Context: an optimization exercise on an open-source flow, tuned for small area and a short achievable clock period. The choices shown serve that exercise and are no tape-out recipe.
At most, simulation tests tie the RTL to the original design; equivalence was not proved.

// xgmii2axis_rx
module xgmii2axis_rx (
    input  logic        clk,
    input  logic        inv_aresetn,
    input  logic [63:0] xgmii_d_i,
    input  logic [7:0]  xgmii_c_i,
    output logic [63:0] m_axis_tdata_o,
    output logic [7:0]  m_axis_tkeep_o,
    output logic        m_axis_tvalid_o,
    output logic        m_axis_tlast_o,
    output logic        m_axis_tuser_o,
    output logic [31:0] good_frames_o,
    output logic [31:0] bad_frames_o
);
Settings: LEC_CHECK=0, CAP_MARGIN=20, CORE_MARGIN=2, CORE_UTILIZATION=40, CTS_CLUSTER_DIAMETER=90, CTS_CLUSTER_SIZE=24, SLEW_MARGIN=20, SYNTH_HIERARCHICAL=1; clock period 15.0 ns.
standard.sh (not shown) runs the stock make flow with config.mk's settings and CLKGATE_MAP_FILE= SYNTH_SCRIPT=/design/flow/synth_recipe.tcl, a recipe that flattens the netlist after the stock synthesis.
==> flow/flow/run.sh <==
#!/bin/bash
# The standard layout, with plain buffers (not delay cells) on the ports, and timing repair
# aimed at a 4.2 ns period (setup margin 10.8 ns on the 15 ns clock)
set -euo pipefail
bash standard.sh "BUFFER_PORTS_ARGS=-buffer_cell sky130_fd_sc_hd__buf_1" SETUP_SLACK_MARGIN=10.8 finish > layout.log 2>&1
The starting point produced a clean layout.
Rerun with:
==> flow/flow/run.sh (replaced) <==
#!/bin/bash
# The standard layout, with plain buffers (not delay cells) on the ports, and timing repair
# aimed at a 4.2 ns period (setup margin 10.8 ns on the 15 ns clock)
set -euo pipefail
bash standard.sh "BUFFER_PORTS_ARGS=-buffer_cell sky130_fd_sc_hd__buf_2" SETUP_SLACK_MARGIN=10.8 finish > layout.log 2>&1
After rerunning: First-iteration DRC count goes up by a few percent; synthesized area stays the same; wire length increases slightly; final cell count came out lower slightly; design area came out higher slightly; die area does not change; maximum frequency falls slightly.
No functional check of the RTL was part of any run of this note.

* * *

pine:
Another version of the RTL of xgmii2axis_rx (not shown whole).
Size: about 1,400 cells after synthesis, about 260 flip-flops, roughly 14,000 um2 of cells after synthesis.
## xgmii2axis_rx
module xgmii2axis_rx (
    input  logic        clk,
    input  logic        inv_aresetn,
    input  logic [63:0] xgmii_d_i,
    input  logic [7:0]  xgmii_c_i,
    output logic [63:0] m_axis_tdata_o,
    output logic [7:0]  m_axis_tkeep_o,
    output logic        m_axis_tvalid_o,
    output logic        m_axis_tlast_o,
    output logic        m_axis_tuser_o,
    output logic [31:0] good_frames_o,
    output logic [31:0] bad_frames_o
);
    function automatic logic [31:0] residue_at(input logic [2:0] lane);
        case (lane)
            3'd0: residue_at = 32'h842A3990;
            3'd1: residue_at = 32'h94784E13;
            3'd2: residue_at = 32'h1C759789;
            3'd3: residue_at = 32'h19F6EB51;
            3'd4: residue_at = 32'h9ADD2096;
            3'd5: residue_at = 32'h62932081;
            3'd6: residue_at = 32'h4E3D5E5C;
            default: residue_at = 32'h39DD08E2;
        endcase
    endfunction
    function automatic logic [7:0] last_keep(input logic [2:0] lane);
        case (lane)
            3'd0: last_keep = 8'h0F;
            3'd1: last_keep = 8'h1F;
            3'd2: last_keep = 8'h3F;
            3'd3: last_keep = 8'h7F;
            3'd4: last_keep = 8'hFF;
            3'd5: last_keep = 8'h01;
            3'd6: last_keep = 8'h03;
            default: last_keep = 8'h07;
        endcase
  ...
export LEC_CHECK = 0
export CAP_MARGIN = 20
export CORE_MARGIN = 2
export CORE_UTILIZATION = 40
export CTS_CLUSTER_DIAMETER = 90
export CTS_CLUSTER_SIZE = 24
export SLEW_MARGIN = 20
export SYNTH_HIERARCHICAL = 1
create_clock -name core_clock -period 15.0 [get_ports {clk}]
==> flow/flow/run.sh <==
#!/bin/bash
# The standard layout, with plain buffers (not delay cells) on the ports, and timing repair
# aimed at a 4.25 ns period (setup margin 10.75 ns on the 15 ns clock)
set -euo pipefail
bash standard.sh "BUFFER_PORTS_ARGS=-buffer_cell sky130_fd_sc_hd__buf_2" SETUP_SLACK_MARGIN=10.75 finish > layout.log 2>&1
Setup changes, pine to oak
==> flow/flow/run.sh <==
#!/bin/bash
# The standard layout, with plain buffers (not delay cells) on the ports
set -euo pipefail
bash standard.sh "BUFFER_PORTS_ARGS=-buffer_cell sky130_fd_sc_hd__buf_2" finish > layout.log 2>&1
Notes after the runs:
Looking at the reports, oak completed the entire flow and the layout it produced met the timing, DRC and antenna checks. [oak] length of the first detailed-routing pass in iterations rose 1 relative to pine. Compared to pine, oak has worst setup slack 270 ps lower. pine -> oak: overall routed net length decreased slightly. [compare] base=pine new=oak: number of filler cells placed in the layout has remained practically unchanged, wire length on met3 has increased, share of async-settable or async-resettable flops after synthesis has remained practically unchanged, worst hold-check slack has remained practically unchanged, clock-pin slew reported for the worst setup and hold paths after clock tree synthesis has remained practically unchanged.

* * *

Another version of the RTL of xgmii2axis_rx (not shown whole).
Size in the first run: ~260 flip-flops, roughly 210 I/O pins, about 13000 sq um of cells after synthesis.
clock: 15.0 ns
lec_check: 0
cap_margin: 20
core_margin: 2
core_utilization: 40
cts_cluster_diameter: 90
cts_cluster_size: 24
slew_margin: 20
synth_hierarchical: 1
==> flow/flow/run.sh <==
#!/bin/bash
# The standard layout, with plain buffers (not delay cells) on the ports, and timing repair
# aimed at a 4.2 ns period (setup margin 10.8 ns on the 15 ns clock)
set -euo pipefail
bash standard.sh "BUFFER_PORTS_ARGS=-buffer_cell sky130_fd_sc_hd__buf_1" SETUP_SLACK_MARGIN=10.8 finish > layout.log 2>&1
Next try:
==> flow/flow/run.sh (replaced) <==
#!/bin/bash
# The standard layout, with plain buffers (not delay cells) on the ports, and timing repair
# aimed at a 4.08 ns period (setup margin 10.92 ns on the 15 ns clock)
set -euo pipefail
bash standard.sh "BUFFER_PORTS_ARGS=-buffer_cell sky130_fd_sc_hd__buf_1" SETUP_SLACK_MARGIN=10.92 finish > layout.log 2>&1
- CTS_CLUSTER_DIAMETER: 90 -> 60
- CTS_CLUSTER_SIZE: 24 -> 18
What happened:
- worst hold slack gets better by 12 ps
- utilization increases by 2.0 points
- wire length goes up by 0.78%
- sequential share of layout area went down by 0.65 points
Next try:
==> flow/flow/run.sh (replaced) <==
#!/bin/bash
# The standard layout, with plain buffers (not delay cells) on the ports, and timing repair
# aimed at a 4.03 ns period (setup margin 10.97 ns on the 15 ns clock)
set -euo pipefail
bash standard.sh "BUFFER_PORTS_ARGS=-buffer_cell sky130_fd_sc_hd__buf_1" SETUP_SLACK_MARGIN=10.97 finish > layout.log 2>&1
- CTS_CLUSTER_DIAMETER: 60 -> 120
- CTS_CLUSTER_SIZE: 18 -> 30
- setup slack gets better by 26 ps
- register-to-register slack is about the same
- via count is higher by about 2.5%
- die area stays the same
Next try:
==> flow/flow/run.sh (replaced) <==
#!/bin/bash
# The standard layout, with plain buffers (not delay cells) on the ports, and timing repair
# aimed at a 4.08 ns period (setup margin 10.92 ns on the 15 ns clock)
set -euo pipefail
bash standard.sh "BUFFER_PORTS_ARGS=-buffer_cell sky130_fd_sc_hd__buf_1" SETUP_SLACK_MARGIN=10.92 finish > layout.log 2>&1
Critical path depth stays the same.
Flip-flop and latch count is unchanged.
Design area goes down by 4.0%.
Cell count falls by about 2.6%.
Register-to-register slack is about the same.
Synthesized cell count does not change.

* * *

xgmii2axis_rx again, from the RTL that the note above started with.
==> flow/config.mk <==
export PLATFORM = sky130hd
export DESIGN_NAME = xgmii2axis_rx
export DESIGN_NICKNAME = xgmii2axis_rx
export VERILOG_FILES = /design/flow/design.v
export SDC_FILE = /design/flow/constraint.sdc
export NUM_CORES = 4
export LEC_CHECK = 0
export CAP_MARGIN = 20
export CORE_MARGIN = 2
export CORE_UTILIZATION = 40
export CTS_CLUSTER_DIAMETER = 90
export CTS_CLUSTER_SIZE = 24
export SLEW_MARGIN = 20
export SYNTH_HIERARCHICAL = 1
==> flow/constraint.sdc <==
create_clock -name core_clock -period 15.0 [get_ports {clk}]
set_input_delay 3.0000 -clock core_clock [delete_from_list [all_inputs] [get_ports {clk}]]
set_output_delay 3.0000 -clock core_clock [all_outputs]
set_load 0.01 [all_outputs]
==> flow/flow/run.sh <==
#!/bin/bash
# The standard layout, with plain buffers (not delay cells) on the ports, and timing repair
# aimed at a 4.08 ns period (setup margin 10.92 ns on the 15 ns clock)
set -euo pipefail
bash standard.sh "BUFFER_PORTS_ARGS=-buffer_cell sky130_fd_sc_hd__buf_1" SETUP_SLACK_MARGIN=10.92 finish > layout.log 2>&1
The starting point completed without violations.
Then changed:
Settings changed: CTS_CLUSTER_DIAMETER 90 to 120, CTS_CLUSTER_SIZE 24 to 30, GPL_TIMING_DRIVEN from default to 0.
Effect: Worst setup slack gets worse by 19 ps; register-to-register slack is better by 140 ps; critical path depth rose by 3; clock-buffer cell count came out lower by 4; cell area is higher by 0.63%; wire length came out lower by 1.5%; fmax falls by 0.47%.
Then changed:
==> flow/flow/run.sh (replaced) <==
#!/bin/bash
# The standard layout, with plain buffers (not delay cells) on the ports, and timing repair
# aimed at a 4.12 ns period (setup margin 10.88 ns on the 15 ns clock)
set -euo pipefail
bash standard.sh "BUFFER_PORTS_ARGS=-buffer_cell sky130_fd_sc_hd__buf_1" SETUP_SLACK_MARGIN=10.88 finish > layout.log 2>&1
Settings changed: GPL_TIMING_DRIVEN 0 to default.
After rerunning: The new run finished with timing, DRC and antenna clean; final area shrinks by about 2.3%; non-clock buffer count is lower by 25; synthesized area does not change; global-route usage is about the same; wire length climbs by about 0.3%; core utilization falls by 1.1 points; worst hold slack improved by 4.8 ps; count of clock-buffer cells in the layout falls by 1; worst setup slack hardly moves.

* * *

Another version of the RTL of xgmii2axis_rx (not shown whole).
For scale: roughly 1200 cells after synthesis, about 210 I/O pins, about 13000 µm² of cells after synthesis.
==> flow/config.mk <==
export PLATFORM = sky130hd
export DESIGN_NAME = xgmii2axis_rx
export DESIGN_NICKNAME = xgmii2axis_rx
export VERILOG_FILES = /design/flow/design.v
export SDC_FILE = /design/flow/constraint.sdc
export NUM_CORES = 4
export LEC_CHECK = 0
export CAP_MARGIN = 20
export CORE_MARGIN = 2
export CORE_UTILIZATION = 40
export CTS_CLUSTER_DIAMETER = 120
export CTS_CLUSTER_SIZE = 30
export SLEW_MARGIN = 20
export SYNTH_HIERARCHICAL = 1
==> flow/constraint.sdc <==
create_clock -name core_clock -period 15.0 [get_ports {clk}]
set_input_delay 3.0000 -clock core_clock [delete_from_list [all_inputs] [get_ports {clk}]]
set_output_delay 3.0000 -clock core_clock [all_outputs]
set_load 0.01 [all_outputs]
==> flow/flow/run.sh <==
#!/bin/bash
# The standard layout, with plain buffers (not delay cells) on the ports, timing repair aimed at
# a 4.08 ns period (setup margin 10.92 ns on the 15 ns clock), and one level of sink clustering in CTS
set -euo pipefail
bash standard.sh "BUFFER_PORTS_ARGS=-buffer_cell sky130_fd_sc_hd__buf_1" SETUP_SLACK_MARGIN=10.92 \
  "CTS_ARGS=-sink_clustering_enable -repair_clock_nets -sink_clustering_size 30 -sink_clustering_max_diameter 120 -sink_clustering_levels 1" \
  finish > layout.log 2>&1
Then changed:
==> flow/flow/run.sh (replaced) <==
#!/bin/bash
# The standard layout, with plain buffers (not delay cells) on the ports, and timing repair
# aimed at a 4.12 ns period (setup margin 10.88 ns on the 15 ns clock)
set -euo pipefail
bash standard.sh "BUFFER_PORTS_ARGS=-buffer_cell sky130_fd_sc_hd__buf_1" SETUP_SLACK_MARGIN=10.88 finish > layout.log 2>&1
- CTS_CLUSTER_SIZE: 30 -> 28
- via count drops slightly
- worst setup slack loses 34 ps
- non-clock buffer count climbs by 1
- first-iteration DRC count drops by a few percent
- utilization drops by 0.38 points
- design area drops slightly
- register-to-register slack loses 120 ps
- wire length drops slightly
Then changed:
==> flow/flow/run.sh (replaced) <==
#!/bin/bash
# The standard layout, with plain buffers (not delay cells) on the ports, and timing repair
# aimed at a 4.08 ns period (setup margin 10.92 ns on the 15 ns clock)
set -euo pipefail
bash standard.sh "BUFFER_PORTS_ARGS=-buffer_cell sky130_fd_sc_hd__buf_1" SETUP_SLACK_MARGIN=10.92 finish > layout.log 2>&1
- CTS_CLUSTER_SIZE: 28 -> 30
What happened:
- routed wire length climbs by 0.62%
- area after synthesis stays the same
- fmax climbs by 0.83%
- design area climbs by 0.81%

* * *

Setup of before:
xgmii2axis_rx, a different RTL version from the one above (not shown whole).
Size in the first run: roughly 1,300 cells after synthesis, ~210 I/O pins.
export LEC_CHECK = 0
export CAP_MARGIN = 20
export CORE_MARGIN = 2
export CORE_UTILIZATION = 40
export CTS_CLUSTER_DIAMETER = 90
export CTS_CLUSTER_SIZE = 24
export SLEW_MARGIN = 20
export SYNTH_HIERARCHICAL = 1
create_clock -name core_clock -period 15.0 [get_ports {clk}]
==> flow/flow/run.sh <==
#!/bin/bash
# The standard layout, with plain buffers (not delay cells) on the ports, and timing repair
# aimed at a 4.25 ns period (setup margin 10.75 ns on the 15 ns clock)
set -euo pipefail
bash standard.sh "BUFFER_PORTS_ARGS=-buffer_cell sky130_fd_sc_hd__buf_2" SETUP_SLACK_MARGIN=10.75 finish > layout.log 2>&1
before: flow completed, timing, DRC and antenna clean
Modified inputs, after compared to before
==> flow/flow/run.sh <==
#!/bin/bash
# The standard layout, with plain buffers (not delay cells) on the ports
set -euo pipefail
bash standard.sh "BUFFER_PORTS_ARGS=-buffer_cell sky130_fd_sc_hd__buf_2" finish > layout.log 2>&1
Notes after the runs:
Re post-detailed-route DRC marker count: no difference whatsoever between before and after. Setup slack on the worst flop-to-flop path: after vs before down 0.48 ns. before ended up with h_start_q$_SDFF_PP0_ as its endpoint of the most critical setup path; after ended up with end_good_q$_DFF_P_. The more densely filled core belongs to before, not after. Diff before..after | first-pass GRT wire length | negligible. From before to after the numbers moved as follows: number of standard cells after synthesis neither gained nor lost much. Post-layout worst setup margin: after vs before down 0.48 ns. Status: final routed wirelength across all metal layers parity (after, before).
No functional check of the RTL was part of any run of this note.

* * *

RTL: one of the versions met above, not the one the previous note started from.
Size: about 260 flip-flops, ~210 I/O pins, about 13000 um^2 of cells after synthesis.
export LEC_CHECK = 0
export CAP_MARGIN = 5
export CORE_MARGIN = 2
export CORE_UTILIZATION = 40
export CTS_CLUSTER_DIAMETER = 120
export CTS_CLUSTER_SIZE = 30
export SLEW_MARGIN = 5
export SYNTH_HIERARCHICAL = 1
create_clock -name core_clock -period 15.0 [get_ports {clk}]
==> flow/flow/run.sh <==
#!/bin/bash
# The standard layout, with plain buffers (not delay cells) on the ports, and timing repair
# aimed at a 4.08 ns period (setup margin 10.92 ns on the 15 ns clock)
set -euo pipefail
bash standard.sh "BUFFER_PORTS_ARGS=-buffer_cell sky130_fd_sc_hd__buf_1" SETUP_SLACK_MARGIN=10.92 finish > layout.log 2>&1
The starting point finished clean.
Rerun with:
==> flow/flow/run.sh (replaced) <==
#!/bin/bash
# The standard layout, with plain buffers (not delay cells) on the ports, and timing repair
# aimed at a 4.16 ns period (setup margin 10.84 ns on the 15 ns clock)
set -euo pipefail
bash standard.sh "BUFFER_PORTS_ARGS=-buffer_cell sky130_fd_sc_hd__buf_1" SETUP_SLACK_MARGIN=10.84 finish > layout.log 2>&1
Settings changed: CAP_MARGIN 5 to 20, SLEW_MARGIN 5 to 20.
=> Sequential cell count is unchanged; die area is unchanged; global-route usage climbs by 0.49 points; synthesized area stays the same; clock-buffer cell count does not change.
Rerun with:
==> flow/flow/run.sh (replaced) <==
#!/bin/bash
# The standard layout, with plain buffers (not delay cells) on the ports, timing repair aimed at
# a 4.08 ns period (setup margin 10.92 ns on the 15 ns clock), and one static layer in CTS
set -euo pipefail
bash standard.sh "BUFFER_PORTS_ARGS=-buffer_cell sky130_fd_sc_hd__buf_1" SETUP_SLACK_MARGIN=10.92 \
  "CTS_ARGS=-sink_clustering_enable -repair_clock_nets -sink_clustering_size 30 -sink_clustering_max_diameter 120 -num_static_layers 1" \
  finish > layout.log 2>&1
What happened: Global-route usage goes down by 0.54 points. Setup slack is better by 40 ps. Wire length goes down by 0.42%. Final cell count does not change. Die area is unchanged. Synthesized area is unchanged. Critical path depth goes up by 4. Clock skew goes down by 6.7 ps. Sequential share of layout area goes up by 0.11 points. Design area goes up by 1.4%.
Rerun with:
==> flow/flow/run.sh (replaced) <==
#!/bin/bash
# The standard layout, with plain buffers (not delay cells) on the ports, and timing repair
# aimed at a 4.12 ns period (setup margin 10.88 ns on the 15 ns clock)
set -euo pipefail
bash standard.sh "BUFFER_PORTS_ARGS=-buffer_cell sky130_fd_sc_hd__buf_1" SETUP_SLACK_MARGIN=10.88 finish > layout.log 2>&1
Settings changed: CTS_CLUSTER_DIAMETER 120 to 110, CTS_CLUSTER_SIZE 30 to 32.
Cell count is about the same.
Wire length shrinks slightly.
Die area is unchanged.

## afterwards: timing with drivers on the ports
The flow's constraints put no driver on any port. The routed layouts listed below were extracted and timed again, unchanged, in two steps.
Step 1 assumes that a clkbuf_16 drives the clock port and a buf_2 every other input.
Step 2 times the ports against the registers' clock, not the clock port: input delays grow and output delays shrink by t, the midpoint of the rising clock arrivals with the driver on.
a / b / c = ideal ports / drivers / drivers and shift; a / b = the first two.
run	t, ns	setup slack, ns	worst setup path after step 2
the first run of note 1	0.557	10.865 / 10.814 / 10.380	input to register
the second run of note 1	0.546	10.848 / 10.796 / 10.445	input to register
pine	0.557	10.784 / 10.754 / 10.253	input to register
oak	0.558	10.517 / 10.543 / 9.985	input to register
the first run of note 3	0.538	10.871 / 10.821 / 10.344	input to register
the second run of note 3	0.573	10.909 / 10.857 / 10.422	input to register
the third run of note 3	0.532	10.935 / 10.883 / 10.479	input to register
the fourth run of note 3	0.530	10.939 / 10.888 / 10.457	input to register
the first run of note 4	0.546	10.943 / 10.890 / 10.454	input to register
the second run of note 4	0.532	10.924 / 10.880 / 10.420	input to register
the third run of note 4	0.532	10.924 / 10.875 / 10.413	input to register
the first run of note 5	0.540	10.922 / 10.871 / 10.402	input to register
the second run of note 5	0.541	10.888 / 10.863 / 10.377	input to register
the third run of note 5	0.540	10.922 / 10.871 / 10.402	input to register
before	0.558	10.804 / 10.788 / 10.275	input to register
after	0.552	10.326 / 10.326 / 10.281	input to register
the first run of note 7	0.540	10.922 / 10.871 / 10.402	input to register
the second run of note 7	0.532	10.882 / 10.832 / 10.427	input to register
the third run of note 7	0.534	10.923 / 10.878 / 10.417	input to register
the fourth run of note 7	0.535	10.910 / 10.861 / 10.427	input to register
After both steps every run listed still meets setup and hold. For oak, which loses most, drivers alone change the setup slack by +0.026 ns; drivers and shift together by -0.532 ns.
